What follows belongs to an exercise in optimizing a design on an open flow for small area; a production flow would make more cautious choices. Function was checked by simulation only, so behaviour that the tests miss may differ from the original.

--- config.mk ---
export PLATFORM = sky130hd
export DESIGN_NAME = pdm_capture_pipeline
export DESIGN_NICKNAME = pdm_capture_pipeline
export VERILOG_FILES = /design/flow/design.v
export SDC_FILE = /design/flow/constraint.sdc
export NUM_CORES = 4
export LEC_CHECK = 0
export CAP_MARGIN = 20
export CORE_MARGIN = 2
export CORE_UTILIZATION = 40
export SLEW_MARGIN = 20
--- constraint.sdc ---
create_clock -name core_clock -period 11.0 [get_ports {clk_i}]
set_input_delay 2.2000 -clock core_clock [delete_from_list [all_inputs] [get_ports {clk_i}]]
set_output_delay 2.2000 -clock core_clock [all_outputs]
set_load 0.01 [all_outputs]
--- design.v ---
module pdm_capture_pipeline #(
  parameter int CHANNELS   = 4,
  parameter int CIC_ORDER  = 3,
  parameter int CIC_DELAY  = 1,
  parameter int ACC_WIDTH  = 32,
  parameter int PCM_WIDTH  = 16,
  parameter int FIFO_DEPTH = 8,
  localparam int CH_W  = (CHANNELS > 1) ? $clog2(CHANNELS) : 1,
  localparam int CNT_W = $clog2(FIFO_DEPTH) + 1
) (
  input  logic                 clk_i,
  input  logic                 rst_n_i,
  input  logic                 clk_en_i,
  input  logic                 pdm_i,
  input  logic                 pdm_valid_i,
  input  logic [CH_W-1:0]      pdm_channel_i,
  input  logic [6:0]           decimation_i,
  input  logic [4:0]           norm_shift_i,
  input  logic [15:0]          gain_i,
  output logic [PCM_WIDTH-1:0] pcm_o,
  output logic [CH_W-1:0]      pcm_channel_o,
  output logic                 pcm_valid_o,
  input  logic                 pcm_ready_i,
  output logic [CNT_W-1:0]     fifo_count_o,
  output logic                 overflow_o,
  input  logic                 clear_overflow_i
);
  localparam int AW  = CNT_W - 1;
  localparam int SW  = 22;   
  localparam int P2W = 20;   
  logic [SW-1:0]  r_y   [CHANNELS];
  logic [SW-1:0]  r_p1  [CHANNELS];
  logic [P2W-1:0] r_p2  [CHANNELS];
  logic [6:0]     r_cnt [CHANNELS];
  logic [CHANNELS-1:0] r_live;
  logic            r_s1_valid, r_s2_valid, r_s3_valid, r_s4_valid;
  logic [SW-1:0]   r_s1_data, r_s2_data;
  logic [15:0]     r_s3_data, r_s4_data;
  logic [CH_W-1:0] r_s1_ch, r_s2_ch, r_s3_ch, r_s4_ch;
  logic            w_live, w_hit, w_done;
  logic [6:0]      w_i, w_r, w_na, w_nc;
  logic [SW-1:0]   w_y, w_p1, w_sa, w_sb;
  logic [P2W-1:0]  w_p2, w_sc;
  logic [12:0]     w_wa, w_wc;
  logic [13:0]     w_rr, w_wb;
  always_comb begin
    w_live = 1'b0;
    w_y    = '0;
    w_p1   = '0;
    w_p2   = '0;
    w_i    = '0;
    for (int c = 0; c < CHANNELS; c++) begin
      if (pdm_channel_i == CH_W'(c)) begin
        w_live = r_live[c];
        w_y    = r_y[c];
        w_p1   = r_p1[c];
        w_p2   = r_p2[c];
        w_i    = r_cnt[c];
      end
    end
    if (!w_live) begin
      w_y  = '0;
      w_p1 = '0;
      w_i  = '0;
    end
    if (w_i < 7'd3) w_p2 = '0;
    w_hit  = pdm_valid_i & clk_en_i;
    w_r    = (decimation_i < 7'd2) ? 7'd2 : decimation_i;
    w_done = (w_i >= w_r - 7'd1);
    w_na   = w_r - w_i;
    w_nc   = w_i - 7'd1;
    w_wa   = 13'((14'(w_na) * (14'(w_na) + 14'd1)) >> 1);
    w_wc   = 13'((14'(w_nc) * 14'(w_i)) >> 1);   
    w_rr   = 14'(w_r) * 14'(w_r);
    w_wb   = w_rr - 14'(w_wa) - 14'(w_wc);
    w_sa   = pdm_i ? w_y  + SW'(w_wa)  : w_y  - SW'(w_wa);
    w_sb   = pdm_i ? w_p1 + SW'(w_wb)  : w_p1 - SW'(w_wb);
    w_sc   = pdm_i ? w_p2 + P2W'(w_wc) : w_p2 - P2W'(w_wc);
  end
  always_ff @(posedge clk_i or negedge rst_n_i) begin
    if (!rst_n_i) begin
      r_live     <= '0;
      r_s1_valid <= 1'b0;
    end else if (!clk_en_i) begin
      r_live     <= '0;
      r_s1_valid <= 1'b0;
    end else begin
      r_s1_valid <= w_hit & w_done;
      for (int c = 0; c < CHANNELS; c++)
        if (w_hit && (pdm_channel_i == CH_W'(c))) r_live[c] <= 1'b1;
    end
  end
  always_ff @(posedge clk_i) begin
    r_s1_data <= w_sa;
    r_s1_ch   <= pdm_channel_i;
    for (int c = 0; c < CHANNELS; c++) begin
      if (w_hit && (pdm_channel_i == CH_W'(c))) begin
        r_y[c]   <= w_done ? w_sb : w_sa;
        r_p1[c]  <= w_done ? SW'($signed(w_sc)) : w_sb;
        r_p2[c]  <= w_sc;
        r_cnt[c] <= w_done ? 7'd0 : w_i + 7'd1;
      end
    end
  end
  logic signed [SW-1:0] w_shifted;
  logic [15:0]          w_norm, w_gained;
  logic signed [31:0]   w_prod, w_round;
  always_comb begin
    w_shifted = $signed(r_s2_data) >>> norm_shift_i;
    if (w_shifted[SW-1:15] == '0 || w_shifted[SW-1:15] == '1) w_norm = w_shifted[15:0];
    else w_norm = w_shifted[SW-1] ? 16'h8000 : 16'h7FFF;
    w_prod  = $signed(r_s3_data) * $signed(gain_i);
    w_round = (w_prod + 32'sd16384) >>> 15;
    if (r_s3_data == 16'h8000 && gain_i == 16'h8000) w_gained = 16'h7FFF;
    else w_gained = w_round[15:0];
  end
  always_ff @(posedge clk_i or negedge rst_n_i) begin
    if (!rst_n_i) begin
      r_s2_valid <= 1'b0;
      r_s3_valid <= 1'b0;
      r_s4_valid <= 1'b0;
    end else begin
      r_s2_valid <= clk_en_i & r_s1_valid;
      r_s3_valid <= clk_en_i & r_s2_valid;
      r_s4_valid <= clk_en_i & r_s3_valid;
    end
  end
  always_ff @(posedge clk_i) begin
    r_s2_data <= r_s1_data;
    r_s2_ch   <= r_s1_ch;
    r_s3_data <= w_norm;
    r_s3_ch   <= r_s2_ch;
    r_s4_data <= w_gained;
    r_s4_ch   <= r_s3_ch;
  end
  logic [15:0]      r_mem    [FIFO_DEPTH];
  logic [CH_W-1:0]  r_mem_ch [FIFO_DEPTH];
  logic [AW:0]      r_wr, r_rd;
  logic             r_overflow;
  logic [CNT_W-1:0] w_count;
  logic             w_empty, w_full, w_pop, w_push, w_drop;
  always_comb begin
    w_count = r_wr - r_rd;
    w_empty = (w_count == '0);
    w_full  = (w_count == CNT_W'(FIFO_DEPTH));
    w_pop   = !w_empty && pcm_ready_i;
    w_push  = r_s4_valid && (!w_full || w_pop);
    w_drop  = r_s4_valid && w_full && !w_pop;
  end
  always_ff @(posedge clk_i) begin
    if (w_push) begin
      r_mem[r_wr[AW-1:0]]    <= r_s4_data;
      r_mem_ch[r_wr[AW-1:0]] <= r_s4_ch;
    end
  end
  always_ff @(posedge clk_i or negedge rst_n_i) begin
    if (!rst_n_i) begin
      r_wr       <= '0;
      r_rd       <= '0;
      r_overflow <= 1'b0;
    end else begin
      if (w_push) r_wr <= r_wr + 1'b1;
      if (w_pop)  r_rd <= r_rd + 1'b1;
      if (w_drop)                r_overflow <= 1'b1;
      else if (clear_overflow_i) r_overflow <= 1'b0;
    end
  end
  assign pcm_valid_o   = !w_empty;
  assign pcm_o         = w_empty ? '0 : r_mem[r_rd[AW-1:0]];
  assign pcm_channel_o = w_empty ? '0 : r_mem_ch[r_rd[AW-1:0]];
  assign fifo_count_o  = w_count;
  assign overflow_o    = r_overflow;
endmodule
--- run.sh ---
#!/bin/bash
# synth_recipe.tcl (not shown) runs the flow's synth.tcl, then flattens the netlist and writes it again
# the make line also repeats each setting of config.mk as NAME=value (left out here)
make -C /OpenROAD-flow-scripts/flow DESIGN_CONFIG=/design/flow/config.mk WORK_HOME=/design/flow/orfs CLKGATE_MAP_FILE= SYNTH_SCRIPT=/design/flow/synth_recipe.tcl finish
==> notes.md <==
# TYPE chip_impl_metric gauge
chip_impl_metric{name="nNetsFinal",unit=""} 4481
chip_impl_metric{name="antenna_cells_inserted",unit=""} 0
chip_impl_metric{name="final_cell_area",unit="um^2"} 47380
chip_impl_metric{name="route.antenna.remaining_nets",unit=""} 0
chip_impl_metric{name="initial_utilization",unit="%"} 40.21
chip_impl_metric{name="place.detailed.hpwl",unit="mm"} 70.86
chip_impl_metric{name="crit_path_max_incr_delay",unit="ps"} 540
chip_impl_metric{name="layout-drive-gt1-share",unit="%"} 22.03
chip_impl_metric{name="post_synth_num_cell_types",unit=""} 75
chip_impl_info{name="tritoncts",value="built"} 1
chip_impl_metric{name="grt_pass1_vias",unit=""} 28187
chip_impl_metric{name="post-route-period-util",unit="%"} 124.2
chip_impl_metric{name="number_of_cells_produced_by_synthesis",unit=""} 3422
chip_impl_metric{name="slew_headroom",unit="%"} 33.07
chip_impl_metric{name="r2r_slack",unit="ps"} -1030
chip_impl_metric{name="grt_start_max_net_pins",unit=""} 56
chip_impl_info{name="crit_path_start_kind",value="input pin"} 1
chip_impl_metric{name="gpl.final_weighted_congestion",unit=""} 0.8850
chip_impl_metric{name="grt_first_pass_wirelength",unit="mm"} 154.3
chip_impl_metric{name="syn_area_per_cell",unit="um^2"} 11.53
chip_impl_metric{name="fin_cells",unit=""} 5154
chip_impl_metric{name="drv.max_cap_violation_count",unit=""} 0
chip_impl_metric{name="timing.final.ws_setup",unit="ps"} -2658
chip_impl_metric{name="postSynth.asyncResetShare",unit="%"} 3.214
chip_impl_metric{name="coreArea",unit="um^2"} 98130
chip_impl_metric{name="synth_area",unit="um^2"} 39460
chip_impl_metric{name="placed_cells",unit=""} 5026
chip_impl_info{name="crit_type",value="in2reg"} 1
chip_impl_metric{name="yosys_warnings",unit=""} 5
chip_impl_metric{name="vias",unit=""} 26360
chip_impl_info{name="unrepaired_setup_endpoints_after_global_routing",value="true"} 1
chip_impl_metric{name="timing.final.hold_violations",unit=""} 0
chip_impl_metric{name="number_of_enable_flip_flop_cells_after_synthesis",unit=""} 428
chip_impl_metric{name="drc",unit=""} 0
chip_impl_info{name="clock_tree.root_cell",value="clkbuf_16"} 1
chip_impl_metric{name="drt-pass1-iter-count",unit=""} 5
chip_impl_metric{name="dr.first_iter.drc_count",unit=""} 1390
chip_impl_metric{name="globalRouteOverflowTotal",unit=""} 0
chip_impl_metric{name="post_dp_cell_area",unit="um^2"} 44400
chip_impl_metric{name="cts_sinks",unit=""} 529
chip_impl_info{name="synth_top_flop_cell",value="edfxtp_1"} 1
chip_impl_metric{name="cts-buffers-inserted",unit=""} 56
chip_impl_metric{name="rr_worst_depth",unit=""} 51
chip_impl_info{name="layout.failed_checks",value="negative setup slack"} 1
chip_impl_metric{name="die-width",unit="um"} 318.1
chip_impl_metric{name="worst-endpoint-required",unit="ps"} 11450
chip_impl_info{name="crit-reg2reg-capture",value="r_p1[3][21]$_DFFE_PP_"} 1
chip_impl_info{name="cp-endpoint",value="r_p1[3][21]$_DFFE_PP_"} 1
chip_impl_metric{name="report.final.slew_viol_count",unit=""} 0
chip_impl_info{name="outcome",value="finished with violations"} 1
chip_impl_metric{name="worst_skew_pair.late_latency",unit="ps"} 650
chip_impl_info{name="layout.cells.most_common_list",value="468 x inv_1, 428 x edfxtp_1, 395 x buf_4, 353 x nand2_1, 345 x fa_1"} 1
chip_impl_info{name="launch_instance_of_the_worst_register_to_register_path",value="r_live[1]$_DFFE_PN0P_"} 1
chip_impl_metric{name="grt.total_usage",unit="%"} 19.21
chip_impl_metric{name="site_rows",unit=""} 115
chip_impl_metric{name="grt_antenna_before_repair",unit=""} 1
chip_impl_metric{name="syn2layout_area_growth",unit="%"} 20.08
chip_impl_info{name="critical_path_most_common_cell",value="fa_1"} 1
chip_impl_metric{name="wl_per_cell",unit="um"} 18.47
chip_impl_metric{name="seq_area_frac_synth",unit="%"} 37.91
chip_impl_metric{name="timing_worst_slew_pin_value",unit="ps"} 997.3
chip_impl_metric{name="ctsLongestPathBuffers",unit=""} 3
chip_impl_metric{name="clock_skew",unit="ps"} 44.69
chip_impl_metric{name="route.detailed.vias_per_inst",unit=""} 5.114
chip_impl_info{name="mostFrequentLayoutCell",value="inv_1"} 1
chip_impl_metric{name="synthesized_nets",unit=""} 4081
chip_impl_metric{name="die_area",unit="um^2"} 101200
chip_impl_info{name="timing.critical_path.slowest_stage_cell",value="fa_1"} 1
chip_impl_metric{name="layout_min_cycle_time",unit="ps"} 13660
chip_impl_metric{name="clkSlewWorstSetupHoldPaths",unit="ps"} 60
chip_impl_metric{name="critPathMaxFanout",unit=""} 5
chip_impl_metric{name="die_h",unit="um"} 318.1
chip_impl_metric{name="timing.fmax",unit="MHz"} 73.22
chip_impl_metric{name="cts.htree.levels",unit=""} 2
chip_impl_info{name="crit_path_end_kind",value="flip-flop"} 1
chip_impl_metric{name="buffer_ports.inserted",unit=""} 60
chip_impl_metric{name="ios",unit=""} 61
chip_impl_metric{name="setup-violations-final",unit=""} 136
chip_impl_metric{name="synth_seq_cells",unit=""} 529
chip_impl_metric{name="crit_arrival",unit="ps"} 14100
chip_impl_metric{name="wl",unit="mm"} 95.18
chip_impl_info{name="worstSetupStartpoint",value="decimation_i[4]"} 1
chip_impl_info{name="hp-class",value="reg2reg"} 1
synthesized netlist by cell type, drive strengths merged, types with 17 or more instances:
| cell | number | area share (%) |
|---|---|---|
| a31oi | 27 | 0.43 |
| buf | 18 | 0.23 |
| inv | 476 | 4.5 |
| xnor2 | 118 | 2.7 |
| nor4 | 17 | 0.27 |
| a21oi | 111 | 1.4 |
| mux2 | 25 | 0.71 |
| o21a | 29 | 0.55 |
| ha | 275 | 8.7 |
| a21o | 51 | 0.97 |
| xor2 | 40 | 0.94 |
| nand2 | 364 | 3.5 |
| clkbuf | 106 | 1.0 |
| fa | 347 | 18 |
| nor2b | 30 | 0.48 |
| and3 | 20 | 0.33 |
| nor2 | 161 | 1.5 |
| mux4 | 121 | 6.9 |
| and2 | 158 | 2.5 |
| nor3 | 36 | 0.46 |
| a211oi | 27 | 0.51 |
| dfrtp | 17 | 1.1 |
| o21ai | 72 | 0.91 |
| nand2b | 45 | 0.71 |
| or2 | 26 | 0.41 |
| or3 | 23 | 0.36 |
| edfxtp | 428 | 33 |
| mux2i | 22 | 0.56 |
| dfxtp | 84 | 4.3 |
| nand3 | 25 | 0.32 |
worst max-delay path, delay by kind of cell:
family          cells  cell delay, ps
compound gates      9            1830
fa+ha+maj          14            5230
xor+xnor            5             860
mux                 1             250
simple gates       16            3300
buf+inv             8             400
how the worst min path moves through the flow:
stage                                      from               endpoint  slack (ps)  depth (start not counted)
after detailed placement   r_s1_data[4]$_DFF_P_   r_s2_data[4]$_DFF_P_         310                          0
after global routing       r_s1_data[9]$_DFF_P_   r_s2_data[9]$_DFF_P_         310                          0
after floorplan              r_s1_ch[0]$_DFF_P_     r_s2_ch[0]$_DFF_P_         310                          0
after CTS                  r_s1_data[9]$_DFF_P_   r_s2_data[9]$_DFF_P_         300                          0
final                      r_s1_data[9]$_DFF_P_   r_s2_data[9]$_DFF_P_         300                          0
after global placement    r_s1_data[20]$_DFF_P_  r_s2_data[20]$_DFF_P_         310                          0
metrics by stage:
stage               hold WS [ps]  TNS [ps]  util, %  setup slack (ps)
finish                     304.1   -258470    48.28             -2658
global route               308.6   -313860    48.28             -3108
detailed placement         312.1   -419110    45.25             -3751
CTS                        301.8   -257170    47.51             -2610
global placement           311.6   -406010    45.25             -3608
floorplan                  309.6   -288320        -             -3116
per-layer routing:
| layer | GRT usage (%) | wire length, um | part of all wire [%] |
|---|---|---|---|
| met2 | 34.06 | 47670 | 50 |
| met1 | 25.03 | 41230 | 43 |
| met3 | 2.169 | 3809 | 4.0 |
| met4 | 4.950 | 2458 | 2.6 |
| met5 | 0 | 11 | 0.012 |
sequential cells by signal, indices dropped and copies added (netlist names), 4 cells and up:
| name | count |
|---|---|
| r_s4_data | 16 |
| r_mem | 128 |
| r_live | 4 |
| r_p2 | 80 |
| r_s3_data | 16 |
| r_s1_data | 22 |
| r_s2_data | 22 |
| r_wr | 4 |
| r_p1 | 88 |
| r_y | 88 |
| r_rd | 4 |
| r_cnt | 28 |
| r_mem_ch | 16 |
what timing repair did:
action,4_1_cts,5_1_grt
gates resized for setup,59,110
setup buffers,6,19
cloned,0,0
hold buffers,0,0
pin swaps,33,49
endpoints found under the setup margin,152,158
logic make-up (layout without fill, tap and decap cells):
logic type | after synthesis | after routing | synth area share [%]
and+or+nand+nor | 935 | 935 | 11.46
adders and majority gates | 622 | 622 | 26.33
buffers and inverters | 608 | 1053 | 5.841
DFF | 529 | 529 | 37.91
AOI/OAI and AO/OA | 400 | 400 | 6.561
muxes | 168 | 168 | 8.178
xor gates and xnor gates | 160 | 160 | 3.720
area by class of cell:
type | instances | area, um^2
fillers | 8800 | 50750
clock buffers | 67 | 1516
well taps | 1287 | 1610
clock inverters | 36 | 445.4
multi-input cells | 2285 | 23340
repair buffers | 466 | 3689
inverters | 484 | 1817
flip-flops and latches | 529 | 14960

## port drivers added, routing unchanged
How much do the figures lean on ideal ports? The routed layout below was timed once more, with nothing changed but the port constraints.
Step 1 sets driving cells, clkbuf_16 on the clock port and buf_2 on the other inputs (assumed; they add their load-dependent delay and slew).
Step 2 moves the port delays by t, midway between the first and last clock arrival at a register: inputs arrive t later, outputs are due t later. That takes back most of the time a late clock gives input paths.
Slacks: no drivers / after step 1 / after step 2; pairs: no drivers / after step 1.
shift t [ns]: 0.693
setup slack, ns: -2.658 / -2.629 / -3.321
worst hold slack (ns): 0.304 / 0.304 / 0.304
clock arrival spread, ns: 0.051 / 0.051
slew at the worst register clock pin (ns): 0.07 / 0.07
For this run, drivers alone change the setup slack by +0.029 ns; drivers and shift together by -0.663 ns.
